Background: an optimization exercise with open tools, aiming at small area. Do not read the settings as production practice. RTL that was checked went through simulation tests only; none was proved equivalent to the original. Function not checked in runs 1 and 4: the RTL went through the layout flow alone. No activity file was given, so power comes from the tool's default toggle rates.

## design.v

```verilog
module gru_fp_sequencer #(
  parameter int INPUTDIMEN = 4,
  parameter int CELLNUM    = 4,
  parameter int DATABIT    = 16,
  parameter int WDEPTH     = 16,
  parameter int TIMEOUT    = 1023,
  localparam int BW = INPUTDIMEN*CELLNUM*DATABIT,
  localparam int XW = INPUTDIMEN*DATABIT,
  localparam int AW = $clog2(WDEPTH)
) (
  input  logic              clk,
  input  logic              rst_n,
  input  logic              start,
  input  logic              reload,
  input  logic              abort,
  input  logic [7:0]        num_steps,
  output logic [AW-1:0]     w_addr,
  input  logic [6*DATABIT-1:0] w_q,
  output logic [BW-1:0]     wxr,
  output logic [BW-1:0]     wxz,
  output logic [BW-1:0]     wxh,
  output logic [BW-1:0]     whr,
  output logic [BW-1:0]     whz,
  output logic [BW-1:0]     whh,
  output logic              xt_req,
  input  logic              xt_valid,
  input  logic [XW-1:0]     xt_in,
  output logic [XW-1:0]     xt_out,
  output logic              hl_start,
  input  logic              hl_done,
  output logic              ave_start,
  output logic [7:0]        ave_t,
  output logic              head_start,
  input  logic              head_done,
  output logic              busy,
  output logic              done,
  output logic              error,
  output logic              weights_valid
);
  localparam int TW = $clog2(TIMEOUT+1);
  localparam int CW = (TW > AW+1) ? TW : AW+1;
  typedef enum logic [3:0] {
    S_IDLE, S_LOAD, S_FETCH, S_RUN, S_WAIT_HL,
    S_AVG, S_HEAD, S_WAIT_HEAD, S_DONE
  } state_t;
  state_t          r_state;
  state_t          w_next;
  logic [CW-1:0]   r_cnt;
  logic [7:0]      r_idx;
  logic [7:0]      r_steps;
  logic            r_err;
  logic            r_wvalid;
  logic [XW-1:0]   r_xt;
  logic [BW-1:0]   r_wxr, r_wxz, r_wxh;
  logic [BW-1:0]   r_whr, r_whz, r_whh;
  logic w_load, w_wait, w_hit, w_last, w_accept, w_go, w_tmo;
  assign w_load   = (r_state == S_LOAD);
  assign w_wait   = (r_state == S_FETCH) || (r_state == S_WAIT_HL)
                    || (r_state == S_WAIT_HEAD);
  assign w_hit    = &r_cnt[CW-1:1];
  assign w_last   = r_cnt[AW];
  assign w_accept = (r_state == S_IDLE) && start && !abort;
  assign w_go     = w_accept && (num_steps != '0);
  always_comb begin
    w_next = r_state;
    w_tmo  = 1'b0;
    unique case (r_state)
      S_IDLE:
        if (w_go) w_next = (reload || !r_wvalid) ? S_LOAD : S_FETCH;
      S_LOAD:
        if (w_last) w_next = S_FETCH;
      S_FETCH:
        if (xt_valid) w_next = S_RUN;
        else if (w_hit) begin
          w_next = S_IDLE;
          w_tmo  = 1'b1;
        end
      S_RUN:
        w_next = S_WAIT_HL;
      S_WAIT_HL:
        if (hl_done) w_next = S_AVG;
        else if (w_hit) begin
          w_next = S_IDLE;
          w_tmo  = 1'b1;
        end
      S_AVG:
        w_next = (r_idx == r_steps) ? S_HEAD : S_FETCH;
      S_HEAD:
        w_next = S_WAIT_HEAD;
      S_WAIT_HEAD:
        if (head_done) w_next = S_DONE;
        else if (w_hit) begin
          w_next = S_IDLE;
          w_tmo  = 1'b1;
        end
      S_DONE:
        w_next = S_IDLE;
      default:
        w_next = S_IDLE;
    endcase
    if (abort) begin
      w_next = S_IDLE;
      w_tmo  = 1'b0;
    end
  end
  always_ff @(posedge clk or negedge rst_n) begin
    if (!rst_n) begin
      r_state  <= S_IDLE;
      r_idx    <= '0;
      r_err    <= 1'b0;
      r_wvalid <= 1'b0;
    end else begin
      r_state <= w_next;
      if (w_go && reload)
        r_wvalid <= 1'b0;
      else if (w_load && w_last && !abort)
        r_wvalid <= 1'b1;
      if (w_accept) begin
        r_err <= (num_steps == '0);
        r_idx <= '0;
      end else begin
        if (w_tmo) r_err <= 1'b1;
        if (r_state == S_RUN && !abort) r_idx <= r_idx + 1'b1;
      end
    end
  end
  always_ff @(posedge clk) begin
    if (w_wait || (w_load && !w_last)) r_cnt <= r_cnt + 1'b1;
    else                               r_cnt <= '0;
    if (w_accept) r_steps <= num_steps;
    if (r_state == S_FETCH && xt_valid && !abort) r_xt <= xt_in;
    if (!r_wvalid) begin
      r_whh <= {r_whh[BW-DATABIT-1:0], w_q[0*DATABIT +: DATABIT]};
      r_whz <= {r_whz[BW-DATABIT-1:0], w_q[1*DATABIT +: DATABIT]};
      r_whr <= {r_whr[BW-DATABIT-1:0], w_q[2*DATABIT +: DATABIT]};
      r_wxh <= {r_wxh[BW-DATABIT-1:0], w_q[3*DATABIT +: DATABIT]};
      r_wxz <= {r_wxz[BW-DATABIT-1:0], w_q[4*DATABIT +: DATABIT]};
      r_wxr <= {r_wxr[BW-DATABIT-1:0], w_q[5*DATABIT +: DATABIT]};
    end
  end
  assign w_addr        = (w_load && !r_cnt[AW]) ? r_cnt[AW-1:0] : '0;
  assign wxr           = r_wxr;
  assign wxz           = r_wxz;
  assign wxh           = r_wxh;
  assign whr           = r_whr;
  assign whz           = r_whz;
  assign whh           = r_whh;
  assign xt_req        = (r_state == S_FETCH);
  assign xt_out        = r_xt;
  assign hl_start      = (r_state == S_RUN) && !abort;
  assign ave_start     = (r_state == S_AVG) && !abort;
  assign ave_t         = r_idx;
  assign head_start    = (r_state == S_HEAD) && !abort;
  assign done          = (r_state == S_DONE) && !abort;
  assign busy          = (r_state != S_IDLE);
  assign error         = r_err;
  assign weights_valid = r_wvalid;
endmodule
```

## flow/run.sh

```bash
#!/bin/bash
set -euo pipefail
cd "$(dirname "$0")/.."
export BUFFER_PORTS_ARGS="-buffer_cell sky130_fd_sc_hd__buf_1"
export PLACE_PINS_ARGS="-min_distance 1 -min_distance_in_tracks"
export CTS_ARGS="-sink_clustering_enable -repair_clock_nets -dont_use_dummy_load -buf_list {sky130_fd_sc_hd__clkbuf_4 sky130_fd_sc_hd__clkbuf_8}"
bash standard.sh finish > flow_make.log 2>&1
```

## standard.sh

```bash
#!/bin/bash
# synth_recipe.tcl (not shown) runs the flow's synth.tcl, then flattens the netlist and writes it again
# the make line also repeats each setting of config.mk as NAME=value (left out here)
make -C /OpenROAD-flow-scripts/flow DESIGN_CONFIG=/design/flow/config.mk WORK_HOME=/design/flow/orfs CLKGATE_MAP_FILE= SYNTH_SCRIPT=/design/flow/synth_recipe.tcl "${@:-finish}"
```

## config.mk

```make
export PLATFORM = sky130hd
export DESIGN_NAME = gru_fp_sequencer
export DESIGN_NICKNAME = gru_fp_sequencer
export VERILOG_FILES = /design/flow/design.v
export SDC_FILE = /design/flow/constraint.sdc
export NUM_CORES = 4
export LEC_CHECK = 0
export CAP_MARGIN = 20
export CORE_AREA = 5 5 315 315
export DIE_AREA = 0 0 320 320
export SLEW_MARGIN = 20
```

## constraint.sdc

```tcl
create_clock -name core_clock -period 5.0 [get_ports {clk}]
set_input_delay 1.0000 -clock core_clock [delete_from_list [all_inputs] [get_ports {clk}]]
set_output_delay 1.0000 -clock core_clock [all_outputs]
set_load 0.01 [all_outputs]
```

==> results by group, run 1 <==
Outcome
  • Status: no timing/DRC/antenna violations

Finish
  • Fin util: roughly two thirds
  • Post-route cell area: about 62000 um^2
  • Commonest non-fill, non-tap cell in the layout: buf_1
  • Most frequent cells in the layout: buf_1 (1795), edfxtp_1 (1608), clkbuf_8 (275)
  • Final #Nets: ~4000
  • Share of layout cells above drive strength 1: approximately 7.9%
  • Area Growth Syn to Fin: 24.9%
  • Post-Layout Cell Count: between 5000 and 6000

STA
  • Max Freq: 252 MHz
  • Clock Skews: 0.0651 ns
  • Final Hold Viols: 0
  • Setup TNS Final: 0 ns
  • Hold_ws: about 0.19 ns
  • Setup WS post-layout: about 1.0 ns
  • Fin. max-slew vios: 0
  • RSZ-0062 raised after global routing: false
  • Crit share post-route: approximately 80%
  • Worst-margin pin slew: 1.01 ns
  • Slew HR: 32.7%
  • Final min period: between 3 and 4 ns
  • Final setup vio count: 0

Critical path
  • Setup CP Type: flop to output port
  • Startpoint class of the critical path: flop
  • Worst EP required: 4.00 ns
  • CP Max Fanout: 14
  • Kind of end point of the critical path: output port
  • Crit path DAT: about 3.0 ns

Synthesis
  • Asr flop ratio synth: less than 1%
  • Syn avg cell area: 27.9 um^2
  • EDFF count, synth: 1608
  • Main synth FF type: edfxtp_1
  • Post-synthesis sequential area ratio: between 90% and 100%
  • Cell variety after synth: between 40 and 50
  • Mapped Area: around 50000 um^2
  • Flops & latches, synth: 1632
  • Yosys warnings: 1
  • Post-Syn Instances: approximately 1800
  • Net count after synthesis: approximately 2000

Floorplanning
  • Die span in y: roughly 320 um
  • DIE AREA: 102000 um^2
  • Num rows: about 110
  • IO Pins: approximately 1800
  • Core ar.: roughly 95000 um^2
  • Die width: roughly 320 um
  • Starting Density: between 50% and 60%

Placement
  • Post-Place Worst Slack: approximately 1.8 ns
  • Post-DP HPWL: approximately 130 mm
  • Area post-placement: a little under 60000 um^2
  • GP Congestion: slightly above 1
  • Post-placement cell count: ~4900
  • Port Buffers: ~1800

Power
  • Power Dens Cells: roughly 480 nW/um^2
  • Peak supply drop: ~0.32 mV
  • Total Power: approximately 30 mW
  • Pleak: between 20 and 25 nW

Clocking
  • Max clock buf depth: 4
  • CTS HTree Levels: 5
  • Postcts setup bufs: 0
  • Post-CTS Resized: 0
  • CTS tree: yes
  • Cts bufs inserted: about 280
  • CTS clk-pin slew, worst paths: around 0.050 ns
  • Hold_buf cts: 0
  • Clk sink count: 1632
  • Root buf cell: clkbuf_8
  • Clk Latency, worst-skew pair: ~0.91 ns

GRT
  • Initial antenna violation count: 18
  • Vias in the first global route: 28600
  • Total gr overflow: 0
  • Total track usage: roughly 32%
  • First-pass GRT wire length: approximately 230 mm
  • Largest net degree at the start of global routing: 226

Routing
  • Routed vias: 28100
  • Per-cell routed wire length: about 33 um
  • Drt initial violations: roughly 2700
  • DR pass1 iterations: 5
  • Post-route DRC: 0
  • Post-DRT Antenna Nets: 0
  • Via density: about 5.5
  • WL final: ~170 mm

Flow run
  • Max-cap viol count: 0

Min path
  • Hold WC Path Type: input pin to async pin
==> final cells by class <==
class / count / area [um^2]
sequential: 1632 / 48800
tap: 1265 / 1580
inverter: 5 / 22.5
clock buffer: 275 / 3780
antenna: 16 / 40.0
fill: 6759 / 33000
multi-input combinational: 136 / 880
timing repair buffer: 1814 / 7020
==> flip-flops by register name, summed over array words and instances, names as in the netlist <==
| signal | cells |
|---|---|
| r_idx | 8 |
| r_whz | 256 |
| r_wxz | 256 |
| r_xt | 64 |
| r_wvalid | 1 |
| r_whr | 256 |
| r_err | 1 |
| r_wxr | 256 |
| r_steps | 8 |
| r_wxh | 256 |
| r_cnt | 10 |
| r_whh | 256 |
| r_state | 4 |
==> synth_stat cells (3+ instances only) <==
master | instances | area [um^2]
a211oi_1 | 3 | 22.5
a21oi_1 | 4 | 20.0
and2_1 | 7 | 43.8
and3_1 | 5 | 31.3
and4_1 | 3 | 26.3
buf_2 | 5 | 25.0
dfrtp_1 | 14 | 350
dfxtp_1 | 10 | 200
edfxtp_1 | 1608 | 48300
inv_1 | 5 | 18.8
nand2_1 | 7 | 26.3
nand2b_1 | 4 | 25.0
nand3_1 | 7 | 35.0
nand4_1 | 5 | 31.3
nor2_1 | 24 | 90.1
nor2_2 | 3 | 18.8
nor3_1 | 9 | 45.0
nor4_1 | 3 | 18.8
o21ai_1 | 3 | 15.0
xnor2_1 | 14 | 123
xor2_1 | 10 | 87.6
==> cells by family after synthesis <==
kind of cell | after synthesis | synth area share [%]
fa+ha+maj | 2 | 0.0503
flops | 1632 | 98.1
xor+xnor | 24 | 0.422
buf+inv | 13 | 0.126
compound gates | 23 | 0.329
simple gates | 87 | 0.955
==> report_power, final <==
part | switching [mW] | internal [mW]
registers | 0.852 | 16.7
logic | 2.30 | 0.612
clock network | 4.43 | 4.85
==> metal layers <==
layer | track usage, % | vias to the layer above | wire, um
met4 | 37.9 | 10 | 24400
met3 | 15.5 | 916 | 20800
met1 | 32.0 | 13600 | 49800
met5 | 0.741 | - | 120
met2 | 45.3 | 2310 | 73900
li1 | - | 11300 | -
==> critical path: stages (launching register included) <==
cell and delay [ns]:
dfrtp_1 0.52, nand2b_1 0.27, or2_2 0.34, nor3_1 0.60, and2_1 0.24, buf_1 0.18
==> path summary, 6_finish.rpt <==
path / startpoint / end / slack [ns] / cells past startpoint
worst min-delay path: rst_n / r_idx[7]$_DFFE_PN0P_ / 0.19 / 1
min in group core_clock: w_q[57] / r_wxh[9]$_DFFE_PN_ / 0.26 / 1
worst max-delay path: r_state[1]$_DFFE_PN0P_ / w_addr[0] / 1.03 / 5
worst min register to register: r_whz[117]$_DFFE_PN_ / r_whz[133]$_DFFE_PN_ / 0.39 / 0
max in group asynchronous: rst_n / r_wvalid$_DFFE_PN0P_ / 4.24 / 1
worst max register to register: r_wvalid$_DFFE_PN0P_ / r_whz[83]$_DFFE_PN_ / 2.51 / 4
==> run 2, diff against run 1 <==
--- a/design.v
+++ b/design.v
@@ -52,2 +52,3 @@
   logic            r_wvalid;
+  logic            r_inload;
   logic [XW-1:0]   r_xt;
@@ -55,2 +56,5 @@
   logic [BW-1:0]   r_whr, r_whz, r_whh;
+  logic [BW-1:0] w_hold, w_shift;
+  assign w_hold  = {BW{r_wvalid}};
+  assign w_shift = {BW{r_inload}};
   logic w_load, w_wait, w_hit, w_last, w_accept, w_go, w_tmo;
@@ -111,4 +115,6 @@
       r_wvalid <= 1'b0;
+      r_inload <= 1'b0;
     end else begin
-      r_state <= w_next;
+      r_state  <= w_next;
+      r_inload <= (w_next == S_LOAD);
       if (w_go && reload)
@@ -131,10 +137,8 @@
     if (r_state == S_FETCH && xt_valid && !abort) r_xt <= xt_in;
-    if (!r_wvalid) begin
-      r_whh <= {r_whh[BW-DATABIT-1:0], w_q[0*DATABIT +: DATABIT]};
-      r_whz <= {r_whz[BW-DATABIT-1:0], w_q[1*DATABIT +: DATABIT]};
-      r_whr <= {r_whr[BW-DATABIT-1:0], w_q[2*DATABIT +: DATABIT]};
-      r_wxh <= {r_wxh[BW-DATABIT-1:0], w_q[3*DATABIT +: DATABIT]};
-      r_wxz <= {r_wxz[BW-DATABIT-1:0], w_q[4*DATABIT +: DATABIT]};
-      r_wxr <= {r_wxr[BW-DATABIT-1:0], w_q[5*DATABIT +: DATABIT]};
-    end
+    r_whh <= w_hold & r_whh | w_shift & {r_whh[BW-DATABIT-1:0], w_q[0*DATABIT +: DATABIT]};
+    r_whz <= w_hold & r_whz | w_shift & {r_whz[BW-DATABIT-1:0], w_q[1*DATABIT +: DATABIT]};
+    r_whr <= w_hold & r_whr | w_shift & {r_whr[BW-DATABIT-1:0], w_q[2*DATABIT +: DATABIT]};
+    r_wxh <= w_hold & r_wxh | w_shift & {r_wxh[BW-DATABIT-1:0], w_q[3*DATABIT +: DATABIT]};
+    r_wxz <= w_hold & r_wxz | w_shift & {r_wxz[BW-DATABIT-1:0], w_q[4*DATABIT +: DATABIT]};
+    r_wxr <= w_hold & r_wxr | w_shift & {r_wxr[BW-DATABIT-1:0], w_q[5*DATABIT +: DATABIT]};
   end
==> flow/run.sh (replaced) <==
#!/bin/bash
set -euo pipefail
cd "$(dirname "$0")/.."
export BUFFER_PORTS_ARGS="-buffer_cell sky130_fd_sc_hd__buf_1"
export PLACE_PINS_ARGS="-min_distance 1 -min_distance_in_tracks"
export CTS_ARGS="-sink_clustering_enable -repair_clock_nets -dont_use_dummy_load -buf_list sky130_fd_sc_hd__clkbuf_4 -sink_clustering_size 10 -sink_clustering_max_diameter 50"
bash standard.sh finish > flow_make.log 2>&1
==> results by group, run 2 <==
Synthesis
  • Post-synthesis sequential area ratio: 67.9% (-30 points)
  • Synth top area share: 62.7% (-34 points)
  • Flops & latches, synth: 1633 (+0.061%)
  • Yosys warnings: 1 (unchanged)
  • Post-Syn Instances: 3654 (+110%)
  • Cell variety after synth: 48 (+12%)
  • Syn avg cell area: 13.5 um^2 (-52%)
  • EDFF count, synth: 72 (-96%)
  • Top cells by area, synth: dfxtp_1 (63%), a22o_1 (27%), edfxtp_1 (4.4%)
  • Largest area contributor in the netlist: dfxtp_1
  • Mapped Area: 49300 um^2 (-0.86%)
  • Commonest cells post-synth: dfxtp_1 (1546), a22o_1 (1537), clkbuf_1 (186)
  • Asr flop ratio synth: 0.919% (+0.061 points)
  • Net count after synthesis: 3832 (+96%)
  • Top-count cell post-synth: dfxtp_1
  • Main synth FF type: dfxtp_1

Floorplanning
  • DIE AREA: 102000 um^2 (unchanged)
  • Die width: 320 um (unchanged)
  • Starting Density: 51.9% (-0.45 points)
  • Die span in y: 320 um (unchanged)
  • Num rows: 113 (unchanged)
  • IO Pins: 1796 (unchanged)
  • Core ar.: 95200 um^2 (unchanged)

Finish
  • Post-route cell area: 59000 um^2 (-5.0%)
  • Commonest non-fill, non-tap cell in the layout: buf_1
  • Post-Layout Cell Count: 6720 (+31%)
  • Fin util: 62.0% (-3.3 points)
  • Most frequent cells in the layout: buf_1 (1795), dfxtp_1 (1546), a22o_1 (1537)
  • Final #Nets: 5585 (+38%)
  • Share of layout cells above drive strength 1: 4.11% (-3.8 points)
  • Area Growth Syn to Fin: 19.6%

Placement
  • GP Congestion: 1.07 (+5.5%)
  • Post-Place Worst Slack: 1.69 ns (-0.0891 ns)
  • Post-placement cell count: 6389 (+32%)
  • Port Buffers: 1795 (unchanged)
  • Post-DP HPWL: 158 mm (+22%)
  • Area post-placement: 56600 um^2 (-3.0%)

STA
  • Setup WS post-layout: 0.941 ns (-0.0885 ns)
  • Worst-margin pin slew: 1.22 ns (+0.207 ns)
  • Clock Skews: 0.101 ns (+0.0354 ns)
  • Max Freq: 246 MHz (-2.2%)
  • Fin. max-slew vios: 0 (unchanged)
  • Slew HR: 18.9% (-14 points)
  • Final setup vio count: 0 (unchanged)
  • RSZ-0062 raised after global routing: false
  • Setup TNS Final: 0 ns (unchanged)
  • Final Hold Viols: 0 (unchanged)
  • Final min period: 4.06 ns (+0.0885 ns)
  • Crit share post-route: 81.2% (+1.8 points)
  • Hold_ws: 0.109 ns (-0.0836 ns)

GRT
  • Routing usage on met3: 19.4% (+3.9 points)
  • Largest net degree at the start of global routing: 261 (+15%)
  • Total track usage: 39.3% (+7.2 points)
  • Total gr overflow: 0 (unchanged)
  • GR Layer Usage met2: 55.7% (+10 points)
  • Vias in the first global route: 38100 (+33%)
  • Initial antenna violation count: 48 (+30)
  • First-pass GRT wire length: 293 mm (+30%)
  • Met1 Resource Use GR: 41.9% (+9.9 points)
  • Most used routing layer: met2

Clocking
  • CTS HTree Levels: 4 (-1)
  • CTS clk-pin slew, worst paths: 0.10 ns (+0.05 ns)
  • Cts bufs inserted: 187 (-32%)
  • Max clock buf depth: 3 (-1)
  • CTS tree: yes
  • Clk Latency, worst-skew pair: 1.14 ns (+0.23 ns)
  • Clk sink count: 1633 (+0.061%)
  • Post-CTS Resized: 0 (unchanged)
  • Root buf cell: clkbuf_4

Routing
  • Per-cell routed wire length: 31.8 um (-3.2%)
  • DR pass1 iterations: 6 (+1)
  • Drt initial violations: 4271 (+59%)
  • Post-DRT Antenna Nets: 0 (unchanged)
  • Via density: 6.14 (+12%)
  • WL final: 214 mm (+26%)
  • Routed vias: 41300 (+47%)
  • Post-route DRC: 0 (unchanged)

Outcome
  • Status: no timing/DRC/antenna violations

Critical path
  • Crit path max-delay family: simple AND/OR/NAND/NOR gates
  • Kind of end point of the critical path: output port
  • Max stage delay on crit path: 0.69 ns (+0.09 ns)
  • Flop2flop setup slack: 2.26 ns (-0.25 ns)
  • Crit path DAT: 3.06 ns (+0.09 ns)
  • Setup CP Type: flop to output port
  • Worst r2r src: r_state[0]$_DFF_PN0_
  • Buffers & Inverters on Critical Path: 1 (unchanged)
  • Worst-path cell chain: or2b_1, nor4_2, and2_1, buf_1
  • Slowest cell on the critical path: dfrtp_1
  • CP Max Fanout: 16 (+2)
  • Worst reg2reg endpoint: r_xt[29]$_DFFE_PP_
  • Worst EP required: 4.00 ns (about the same)
  • Startpoint class of the critical path: flop
  • R2R cell count: 4 (unchanged)

Min path
  • Endpoint, Worst Hold: r_xt[45]$_DFFE_PP_
  • Hold WC Path Type: input pin to flop
  • Hold Crit Depth: 1
  • Hold path start: xt_in[45]

Power
  • Total Power: 19.4 mW (-35%)
  • Power Dens Cells: 329 nW/um^2 (-31%)
  • Peak supply drop: 0.233 mV (-28%)
  • Pleak: 21.8 nW (+0.48%)

Flow run
  • Max-cap viol count: 0 (unchanged)
-- run 2: changes by cell type after synthesis, moves of 3 or more --
| cell | before | now |
|---|---|---|
| o21ai_0 | 2 | 6 |
| xnor2_1 | 14 | 9 |
| dfxtp_1 | 10 | 1546 |
| buf_2 | 5 | 157 |
| a22o_1 | 0 | 1537 |
| and3b_1 | 1 | 4 |
| buf_1 | 0 | 5 |
| nor2_2 | 3 | 0 |
| edfxtp_1 | 1608 | 72 |
| nor2_1 | 24 | 20 |
| clkbuf_1 | 2 | 186 |
-- run 2: timing repair --
| item | in CTS | in global routing |
|---|---|---|
| setup endpoints to repair | 0 | 0 |
| hold buffers | 94 | 0 |
| hold endpoints to repair | 108 | 0 |
| buffers inserted | 0 | 0 |
-- run 2: how the worst max path moves through the flow --
stage / to / startpoint / depth (start not counted) / slack (ns)
floorplan: r_xt[0]$_DFFE_PP_ / r_state[1]$_DFF_PN0_ / 4 / 1.91
global placement: hl_start / abort / 4 / 1.67
detailed placement: hl_start / abort / 4 / 1.69
CTS: w_addr[2] / r_state[0]$_DFF_PN0_ / 4 / 0.55
global route: w_addr[2] / r_state[0]$_DFF_PN0_ / 4 / 0.74
finish: w_addr[2] / r_state[0]$_DFF_PN0_ / 4 / 0.94
-- run 2: layer usage --
layer / routed length (um) / vias up
met1: 72600 / 19800
met4: 26000 / 6
li1: - / 17700
met2: 89500 / 2627
met5: 92 / -
met3: 25500 / 1037
-- run 2: logic make-up (layout without fill, tap and decap cells) --
kind of cell               after synthesis  in the layout  share of synthesized area (%)
DFF                                   1633           1633                           67.9
xor gates and xnor gates                21             21                          0.373
and+or+nand+nor                         81             81                          0.953
adders and majority gates                2              2                         0.0507
muxes                                    1              1                         0.0228
AOI/OAI and AO/OA                     1563           1563                           27.6
other                                    0             50                              0
buffers and inverters                  353           2104                           3.09
-- run 2: worst register-to-register path, cell delays in order (launching register included) --
cell and delay, ns:
dfrtp_1 0.58, nand2b_1 0.27, nor3_1 0.44, and3_2 0.69, buf_12 0.36
-- run 2: area by class of cell --
class	instances	area (um^2)
inverters	4	15.0
multi-input cells	1668	14300
fillers	7989	36100
diodes	50	125
flip-flops and latches	1633	33500
repair buffers	1913	8070
well taps	1265	1580
clock buffers	187	1400
-- run 2: power by group --
group	internal, mW	leakage [nW]	switching [mW]	total (mW)
Sequential	13.1	13.3	0.0532	13.2
Combinational	0.142	7.66	0.335	0.477
Clock	1.72	0.861	4.02	5.74
==> run 3, diff against run 2 <==
==> flow/run.sh (replaced) <==
#!/bin/bash
set -euo pipefail
cd "$(dirname "$0")/.."
export BUFFER_PORTS_ARGS="-buffer_cell sky130_fd_sc_hd__buf_1"
export PLACE_PINS_ARGS="-min_distance 1 -min_distance_in_tracks"
export CTS_ARGS="-sink_clustering_enable -repair_clock_nets -dont_use_dummy_load -buf_list sky130_fd_sc_hd__clkbuf_8 -sink_clustering_buffer sky130_fd_sc_hd__clkbuf_4 -sink_clustering_size 10 -sink_clustering_max_diameter 50"
bash standard.sh finish > flow_make.log 2>&1
==> results by group, run 3 <==
Clocking
  • CTS clk-pin slew, worst paths: 0.11 ns (about the same)
  • Hold_buf cts: 0 (-100%)
  • CTS HTree Levels: 4 (unchanged)
  • CTS tree: yes
  • Cts bufs inserted: 187 (unchanged)
  • Post-CTS Resized: 0 (unchanged)
  • Clk Latency, worst-skew pair: 0.86 ns (-0.28 ns)
  • Postcts setup bufs: 0 (unchanged)
  • Root buf cell: clkbuf_8
  • Max clock buf depth: 3 (unchanged)
  • Clk sink count: 1633 (unchanged)

Critical path
  • Startpoint class of the critical path: flop
  • Kind of end point of the critical path: output port
  • Worst EP required: 4.00 ns (about the same)
  • Buffers & Inverters on Critical Path: 1 (unchanged)
  • CP Max Fanout: 16 (unchanged)
  • Slowest cell on the critical path: dfrtp_1
  • Crit path max-delay family: simple AND/OR/NAND/NOR gates
  • Crit path DAT: 2.80 ns (-0.26 ns)
  • Max stage delay on crit path: 0.68 ns (about the same)
  • Setup CP Type: flop to output port
  • Worst-path cell chain: or2b_1, nor4_2, and2_1, buf_1

STA
  • Setup TNS Final: 0 ns (unchanged)
  • Hold_ws: 0.236 ns (+0.128 ns)
  • Final setup vio count: 0 (unchanged)
  • Slew HR: 17.9% (-0.96 points)
  • Final Hold Viols: 0 (unchanged)
  • Final min period: 3.80 ns (-0.254 ns)
  • Fin. max-slew vios: 0 (unchanged)
  • Max Freq: 263 MHz (+6.7%)
  • Clock Skews: 0.0719 ns (-0.0286 ns)
  • Setup WS post-layout: 1.20 ns (+0.254 ns)
  • RSZ-0062 raised after global routing: false
  • Worst-margin pin slew: 1.23 ns (+0.0144 ns)
  • Crit share post-route: 76.1% (-5.1 points)

GRT
  • Largest net degree at the start of global routing: 261 (unchanged)
  • Initial antenna violation count: 61 (+27%)
  • Total gr overflow: 0 (unchanged)
  • Vias in the first global route: 37300 (-2.1%)
  • Total track usage: 39.1% (-0.17 points)
  • First-pass GRT wire length: 289 mm (-1.1%)

Power
  • Net Sw Power: 4.41 mW (about the same)
  • Sequential Power Share: 67.5% (-0.5 points)
  • Pint: 15.1 mW (+0.80%)
  • Pleak: 21.5 nW (-1.6%)
  • Peak supply drop: 0.228 mV (-2.2%)
  • Power Dens Cells: 335 nW/um^2 (+2.1%)
  • Logic pwr share: 2.1% (-0.4 points)
  • Sw Ratio: 22.6% (-0.14 points)
  • Share of total power in the clock network: 30.4% (+0.8 points)

Finish
  • Share of layout cells above drive strength 1: 4.18% (+0.073 points)
  • Area Growth Syn to Fin: 17.9%
  • Fin util: 61.2% (-0.89 points)
  • Final #Nets: 5491 (-1.7%)
  • Most frequent cells in the layout: buf_1 (1795), dfxtp_1 (1546), a22o_1 (1537)
  • Commonest non-fill, non-tap cell in the layout: buf_1

Synthesis
  • Mapped Area: 49300 um^2 (unchanged)
  • Flops & latches, synth: 1633 (unchanged)
  • Top cells by area, synth: dfxtp_1 (63%), a22o_1 (27%), edfxtp_1 (4.4%)
  • Main synth FF type: dfxtp_1
  • Synth top area share: 62.7% (unchanged)
  • Post-Syn Instances: 3654 (unchanged)
  • Commonest cells post-synth: dfxtp_1 (1546), a22o_1 (1537), clkbuf_1 (186)
  • EDFF count, synth: 72 (unchanged)
  • Net count after synthesis: 3832 (unchanged)
  • Largest area contributor in the netlist: dfxtp_1
  • Asr flop ratio synth: 0.919% (unchanged)
  • Top-count cell post-synth: dfxtp_1
  • Syn avg cell area: 13.5 um^2 (unchanged)
  • Post-synthesis sequential area ratio: 67.9% (unchanged)
  • Yosys warnings: 1 (unchanged)
  • Cell variety after synth: 48 (unchanged)

Min path
  • Hold WC Path Type: input pin to async pin

Floorplanning
  • Die width: 320 um (unchanged)
  • Starting Density: 51.9% (unchanged)
  • IO Pins: 1796 (unchanged)
  • DIE AREA: 102000 um^2 (unchanged)
  • Die span in y: 320 um (unchanged)
  • Num rows: 113 (unchanged)
  • Core ar.: 95200 um^2 (unchanged)

Routing
  • Routed vias: 40800 (-1.2%)
  • Post-DRT Antenna Nets: 0 (unchanged)
  • Per-cell routed wire length: 32.2 um (+1.2%)
  • WL final: 213 mm (-0.26%)
  • Post-route DRC: 0 (unchanged)
  • DR pass1 iterations: 6 (unchanged)
  • Via density: 6.16 (+0.29%)
  • Drt initial violations: 4444 (+4.1%)

Placement
  • GP Congestion: 1.07 (unchanged)
  • Post-DP HPWL: 158 mm (unchanged)
  • Port Buffers: 1795 (unchanged)
  • Post-Place Worst Slack: 1.69 ns (unchanged)

Outcome
  • Status: no timing/DRC/antenna violations

Flow run
  • Max-cap viol count: 0 (unchanged)
run 3: cell types whose count changed in the layout (fill, tap and decap cells not counted), sizes merged:
cell / delta
dlygate4sd3: -94
diode: -6
run 3: cells by family (layout without fill, tap and decap cells):
kind of cell	Yosys count	count (layout)	synth area share [%]
multiplexers	1	1	0.0228
AND/OR/NAND/NOR	81	81	0.953
buffers and inverters	353	2010	3.09
AO/OA/AOI/OAI	1563	1563	27.6
XOR/XNOR	21	21	0.373
adder cells (fa/ha/maj)	2	2	0.0507
flip-flops	1633	1633	67.9
other	0	44	0
run 3: metal layers:
metal  share of wire, %  global-route usage (%)  vias up
met5               0.19                    1.85        -
met3                 13                    20.0     1042
met2                 41                    54.0     2648
met4                 13                    41.2       28
met1                 33                    41.2    19500
li1                   -                       -    17500
run 3: power groups by stage:
stage               logic, mW  clock network (mW)  registers (mW)
global route            0.430                6.61            13.2
detailed placement      0.391                   0            13.5
CTS                     0.392                6.04            13.2
finish                  0.401                5.93            13.2
global placement        0.391                   0            13.5
floorplan               0.241                   0            13.5
run 3: stage by stage:
stage          instance area, um^2  std cells  power (mW)
2_1_floorplan                49300       3654        13.7
3_3_place_gp                 56600       6389        13.9
3_5_place_dp                 56600       6389        13.9
4_1_cts                      58100       6576        19.6
5_1_grt                      58200       6607        20.2
6_report                     58200       6620        19.5
run 3: area by class of cell:
type / count / area (um^2)
fillers: 8101 / 37000
flip-flops and latches: 1633 / 33500
multi-input cells: 1668 / 14300
repair buffers: 1819 / 7130
well taps: 1265 / 1580
clock buffers: 187 / 1510
diodes: 44 / 110
inverters: 4 / 15.0
run 3: final timing paths:
| path | start | to | slack (ns) | depth (start not counted) |
|---|---|---|---|---|
| worst min-delay path | rst_n | r_inload$_DFF_PN0_ | 0.24 | 1 |
| worst max-delay path | r_state[0]$_DFF_PN0_ | w_addr[2] | 1.20 | 4 |
| worst max register to register | r_state[0]$_DFF_PN0_ | r_xt[29]$_DFFE_PP_ | 2.18 | 4 |
| min in group core_clock | xt_in[59] | r_xt[59]$_DFFE_PP_ | 0.30 | 1 |
| worst min register to register | r_whz[27]$_DFF_P_ | r_whz[43]$_DFF_P_ | 0.45 | 1 |
| max in group asynchronous | rst_n | r_wvalid$_DFFE_PN0P_ | 4.06 | 1 |
==> run 4, diff against run 3 <==
--- a/design.v
+++ b/design.v
@@ -52,3 +52,2 @@
   logic            r_wvalid;
-  logic            r_inload;
   logic [XW-1:0]   r_xt;
@@ -56,5 +55,2 @@
   logic [BW-1:0]   r_whr, r_whz, r_whh;
-  logic [BW-1:0] w_hold, w_shift;
-  assign w_hold  = {BW{r_wvalid}};
-  assign w_shift = {BW{r_inload}};
   logic w_load, w_wait, w_hit, w_last, w_accept, w_go, w_tmo;
@@ -115,6 +111,4 @@
       r_wvalid <= 1'b0;
-      r_inload <= 1'b0;
     end else begin
       r_state  <= w_next;
-      r_inload <= (w_next == S_LOAD);
       if (w_go && reload)
@@ -137,8 +131,17 @@
     if (r_state == S_FETCH && xt_valid && !abort) r_xt <= xt_in;
-    r_whh <= w_hold & r_whh | w_shift & {r_whh[BW-DATABIT-1:0], w_q[0*DATABIT +: DATABIT]};
-    r_whz <= w_hold & r_whz | w_shift & {r_whz[BW-DATABIT-1:0], w_q[1*DATABIT +: DATABIT]};
-    r_whr <= w_hold & r_whr | w_shift & {r_whr[BW-DATABIT-1:0], w_q[2*DATABIT +: DATABIT]};
-    r_wxh <= w_hold & r_wxh | w_shift & {r_wxh[BW-DATABIT-1:0], w_q[3*DATABIT +: DATABIT]};
-    r_wxz <= w_hold & r_wxz | w_shift & {r_wxz[BW-DATABIT-1:0], w_q[4*DATABIT +: DATABIT]};
-    r_wxr <= w_hold & r_wxr | w_shift & {r_wxr[BW-DATABIT-1:0], w_q[5*DATABIT +: DATABIT]};
+  end
+  logic [BW-1:0] w_hold, w_wr;
+  for (genvar k = 0; k < WDEPTH; k++) begin : g_entry
+    assign w_wr[BW-1-DATABIT*k -: DATABIT] =
+      {DATABIT{w_load && (r_cnt[AW:0] == (AW+1)'(k+1))}};
+    assign w_hold[BW-1-DATABIT*k -: DATABIT] =
+      {DATABIT{r_wvalid || (r_cnt[AW:0] > (AW+1)'(k+1))}};
+  end
+  always_ff @(posedge clk) begin
+    r_whh <= r_whh & w_hold | {WDEPTH{w_q[0*DATABIT +: DATABIT]}} & w_wr;
+    r_whz <= r_whz & w_hold | {WDEPTH{w_q[1*DATABIT +: DATABIT]}} & w_wr;
+    r_whr <= r_whr & w_hold | {WDEPTH{w_q[2*DATABIT +: DATABIT]}} & w_wr;
+    r_wxh <= r_wxh & w_hold | {WDEPTH{w_q[3*DATABIT +: DATABIT]}} & w_wr;
+    r_wxz <= r_wxz & w_hold | {WDEPTH{w_q[4*DATABIT +: DATABIT]}} & w_wr;
+    r_wxr <= r_wxr & w_hold | {WDEPTH{w_q[5*DATABIT +: DATABIT]}} & w_wr;
   end
==> flow/run.sh (replaced) <==
#!/bin/bash
set -euo pipefail
cd "$(dirname "$0")/.."
export BUFFER_PORTS_ARGS="-buffer_cell sky130_fd_sc_hd__buf_1"
export PLACE_PINS_ARGS="-min_distance 1 -min_distance_in_tracks"
export CTS_ARGS="-sink_clustering_enable -repair_clock_nets -dont_use_dummy_load -buf_list sky130_fd_sc_hd__clkbuf_4 -sink_clustering_size 10 -sink_clustering_max_diameter 50"
bash standard.sh finish > flow_make.log 2>&1
==> results by group, run 4 <==
Floorplanning
  • Die width: 320 um (unchanged)
  • Num rows: 113 (unchanged)
  • IO Pins: 1796 (unchanged)
  • Die span in y: 320 um (unchanged)
  • Core ar.: 95200 um^2 (unchanged)
  • Starting Density: 52.9% (+1.0 points)
  • DIE AREA: 102000 um^2 (unchanged)

Finish
  • Final #Nets: 5691 (+3.6%)
  • Commonest non-fill, non-tap cell in the layout: buf_1
  • Share of layout cells above drive strength 1: 6.15% (+2.0 points)
  • Most frequent cells in the layout: buf_1 (1780), dfxtp_1 (1546), a22o_1 (1537)
  • Post-Layout Cell Count: 6788 (+2.5%)
  • Area Growth Syn to Fin: 18.7%
  • Fin util: 62.8% (+1.6 points)

Critical path
  • Worst r2r src: r_cnt[2]$_SDFF_PN0_
  • CP Depth: 4 (unchanged)
  • R2R cell count: 4 (unchanged)
  • Kind of end point of the critical path: output port
  • Crit path DAT: 3.21 ns (+0.41 ns)
  • CP Max Fanout: 18 (+2)
  • Setup CP Type: flop to output port
  • Crit path max-delay family: simple AND/OR/NAND/NOR gates
  • Buffers & Inverters on Critical Path: 2 (+1)
  • Max stage delay on crit path: 0.62 ns (-0.06 ns)
  • Slowest cell on the critical path: dfrtp_1
  • End point of the critical path: w_addr[3]
  • Startpoint class of the critical path: flop
  • Worst EP required: 4.00 ns (about the same)
  • Worst reg2reg endpoint: r_wxr[44]$_DFF_P_
  • Setup crit start: r_state[2]$_DFFE_PN0P_
  • Flop2flop setup slack: 1.59 ns (-0.59 ns)
  • Worst-path cell chain: nor4b_4, nand3_2, inv_1, buf_1

Power
  • Pleak: 22.4 nW (+4.3%)
  • Peak supply drop: 0.215 mV (-5.5%)
  • Power Dens Cells: 353 nW/um^2 (+5.1%)

Routing
  • Per-cell routed wire length: 38.1 um (+18%)
  • DR pass1 iterations: 5 (-1)
  • Post-DRT Antenna Nets: 0 (unchanged)
  • Routed vias: 44900 (+10%)
  • WL final: 258 mm (+21%)
  • Via density: 6.61 (+7.4%)
  • Drt initial violations: 5524 (+24%)
  • Post-route DRC: 0 (unchanged)

Placement
  • Post-placement cell count: 6521 (+2.1%)
  • Port Buffers: 1795 (unchanged)
  • Post-DP HPWL: 169 mm (+7.0%)
  • Post-Place Worst Slack: 1.68 ns (-0.00756 ns)
  • GP Congestion: 0.981 (-8.6%)

STA
  • Hold_ws: 0.0989 ns (-0.137 ns)
  • Fin. max-slew vios: 0 (unchanged)
  • Slew HR: 18.2% (+0.28 points)
  • Final min period: 4.21 ns (+0.409 ns)
  • Final setup vio count: 0 (unchanged)
  • Final Hold Viols: 0 (unchanged)
  • Max Freq: 237 MHz (-9.7%)
  • Crit share post-route: 84.3% (+8.2 points)
  • RSZ-0062 raised after global routing: false
  • Worst-margin pin slew: 1.23 ns (-0.00423 ns)
  • Clock Skews: 0.0847 ns (+0.0128 ns)
  • Setup WS post-layout: 0.786 ns (-0.409 ns)
  • Setup TNS Final: 0 ns (unchanged)

Clocking
  • Clk sink count: 1632 (-0.061%)
  • CTS HTree Levels: 4 (unchanged)
  • Clk Latency, worst-skew pair: 1.16 ns (+0.30 ns)
  • Cts bufs inserted: 183 (-2.1%)
  • Postcts setup bufs: 0 (unchanged)
  • Hold_buf cts: 65 (+65)
  • Root buf cell: clkbuf_4
  • CTS tree: yes
  • Post-CTS Resized: 0 (unchanged)
  • CTS clk-pin slew, worst paths: 0.11 ns (about the same)
  • Max clock buf depth: 3 (unchanged)

Synthesis
  • Post-Syn Instances: 3893 (+6.5%)
  • Largest area contributor in the netlist: dfxtp_1
  • EDFF count, synth: 72 (unchanged)
  • Yosys warnings: 1 (unchanged)
  • Cell variety after synth: 48 (unchanged)
  • Post-synthesis sequential area ratio: 66.5% (-1.4 points)
  • Asr flop ratio synth: 0.858% (-0.061 points)
  • Commonest cells post-synth: dfxtp_1 (1546), a22o_1 (1537), clkbuf_1 (316)
  • Top cells by area, synth: dfxtp_1 (62%), a22o_1 (27%), edfxtp_1 (4.3%)
  • Net count after synthesis: 4074 (+6.3%)
  • Syn avg cell area: 12.9 um^2 (-4.3%)
  • Main synth FF type: dfxtp_1
  • Top-count cell post-synth: dfxtp_1
  • Synth top area share: 61.5% (-1.2 points)
  • Flops & latches, synth: 1632 (-0.061%)
  • Mapped Area: 50300 um^2 (+2.0%)

GRT
  • Total track usage: 47.5% (+8.3 points)
  • Total gr overflow: 0 (unchanged)
  • Vias in the first global route: 40100 (+7.7%)
  • Largest net degree at the start of global routing: 97 (-63%)
  • First-pass GRT wire length: 346 mm (+20%)
  • Initial antenna violation count: 6 (-90%)

Outcome
  • Status: no timing/DRC/antenna violations

Flow run
  • Max-cap viol count: 0 (unchanged)

Min path
  • Hold WC Path Type: input pin to flop
==> run 4: cell types whose count changed in the layout (fill, tap and decap cells not counted), sizes merged, moves of 14 or more <==
cell         change
buf             +68
diode           -29
dlygate4sd3     +65
nand2           +14
nor2            +26
==> run 4: how the worst min path moves through the flow <==
stage	from	to	cells after the start
6_report	num_steps[6]	r_steps[6]$_DFFE_PN_	1
5_1_grt	xt_in[54]	r_xt[54]$_DFFE_PP_	1
4_1_cts	reload	r_wvalid$_DFFE_PN0P_	2
3_5_place_dp	r_whz[143]$_DFF_P_	r_whz[143]$_DFF_P_	1
3_3_place_gp	r_wxr[81]$_DFF_P_	r_wxr[81]$_DFF_P_	1
2_1_floorplan	r_cnt[8]$_SDFF_PN0_	r_cnt[8]$_SDFF_PN0_	2
==> run 4: final cells by class <==
type | count | area [um^2]
Sequential cell | 1632 | 33500
Inverter | 8 | 30.0
Antenna cell | 15 | 37.5
Clock buffer | 183 | 1370
Fill cell | 8026 | 35400
Multi-Input combinational cell | 1722 | 14900
Timing Repair Buffer | 1963 | 8350
Tap cell | 1265 | 1580
==> run 4: metrics by stage <==
| step | power [mW] | instance area [um^2] |
|---|---|---|
| global placement | 15.3 | 57600 |
| detailed placement | 15.4 | 57600 |
| global route | 21.6 | 59700 |
| finish | 21.1 | 59700 |
| floorplan | 14.5 | 50300 |
| CTS | 20.9 | 59600 |
==> run 4: report_power, final <==
part	switching, mW	internal [mW]
Sequential	0.120	13.3
Clock	4.16	1.68
Combinational	1.42	0.407
Total	5.71	15.3
==> run 4: cell families (layout without fill, tap and decap cells) <==
kind of cell	after synthesis	in the layout	share of synthesized area (%)
and+or+nand+nor	128	128	1.41
buffers and inverters	539	2154	4.43
DFF	1632	1632	66.5
other	0	15	0
adders and majority gates	5	5	0.124
xor gates and xnor gates	23	23	0.400
AOI/OAI and AO/OA	1566	1566	27.1
==> run 4: per-layer routing <==
layer  GRT usage [%]  routed length, um  vias to the layer above
li1                -                  -                    17900
met1            54.4              87600                    21900
met2            63.2             100000                     3874
met3            24.8              39600                     1136
met4            42.5              30200                       22
met5            6.39                837                        -
==> run 4: worst register-to-register path: stages (launching register included) <==
cell and delay, ns:
dfxtp_1 0.91, nand2_1 0.43, o21ai_4 0.70, buf_4 0.96
a22o_1 0.39

static timing again, ports no longer ideal:
The flow's constraints put no driver on any port. The routed layouts listed below were extracted and timed again, unchanged, in two steps.
Step 1 (the two cells are an assumption about what drives the block):
set clk [get_ports {clk}]
set_driving_cell -lib_cell sky130_fd_sc_hd__clkbuf_16 $clk
set_driving_cell -lib_cell sky130_fd_sc_hd__buf_2 [delete_from_list [all_inputs] $clk]
Step 2 times the ports against the registers' clock, not the clock port: input delays grow and output delays shrink by t, the midpoint of the rising clock arrivals with the driver on.
Three values: ideal, step 1, step 2; two values: the first two.
run	shift t [ns]	slack for setup (ns)	worst slew at a driven data input, ns
run 1	0.936	1.029 / 0.964 / 1.617	0.32
run 2	1.159	0.941 / 0.873 / 1.628	0.28
run 3	0.910	1.195 / 1.121 / 1.456	0.36
run 4	1.180	0.786 / 0.718 / 1.580	0.18
After both steps every run listed still meets setup and hold.
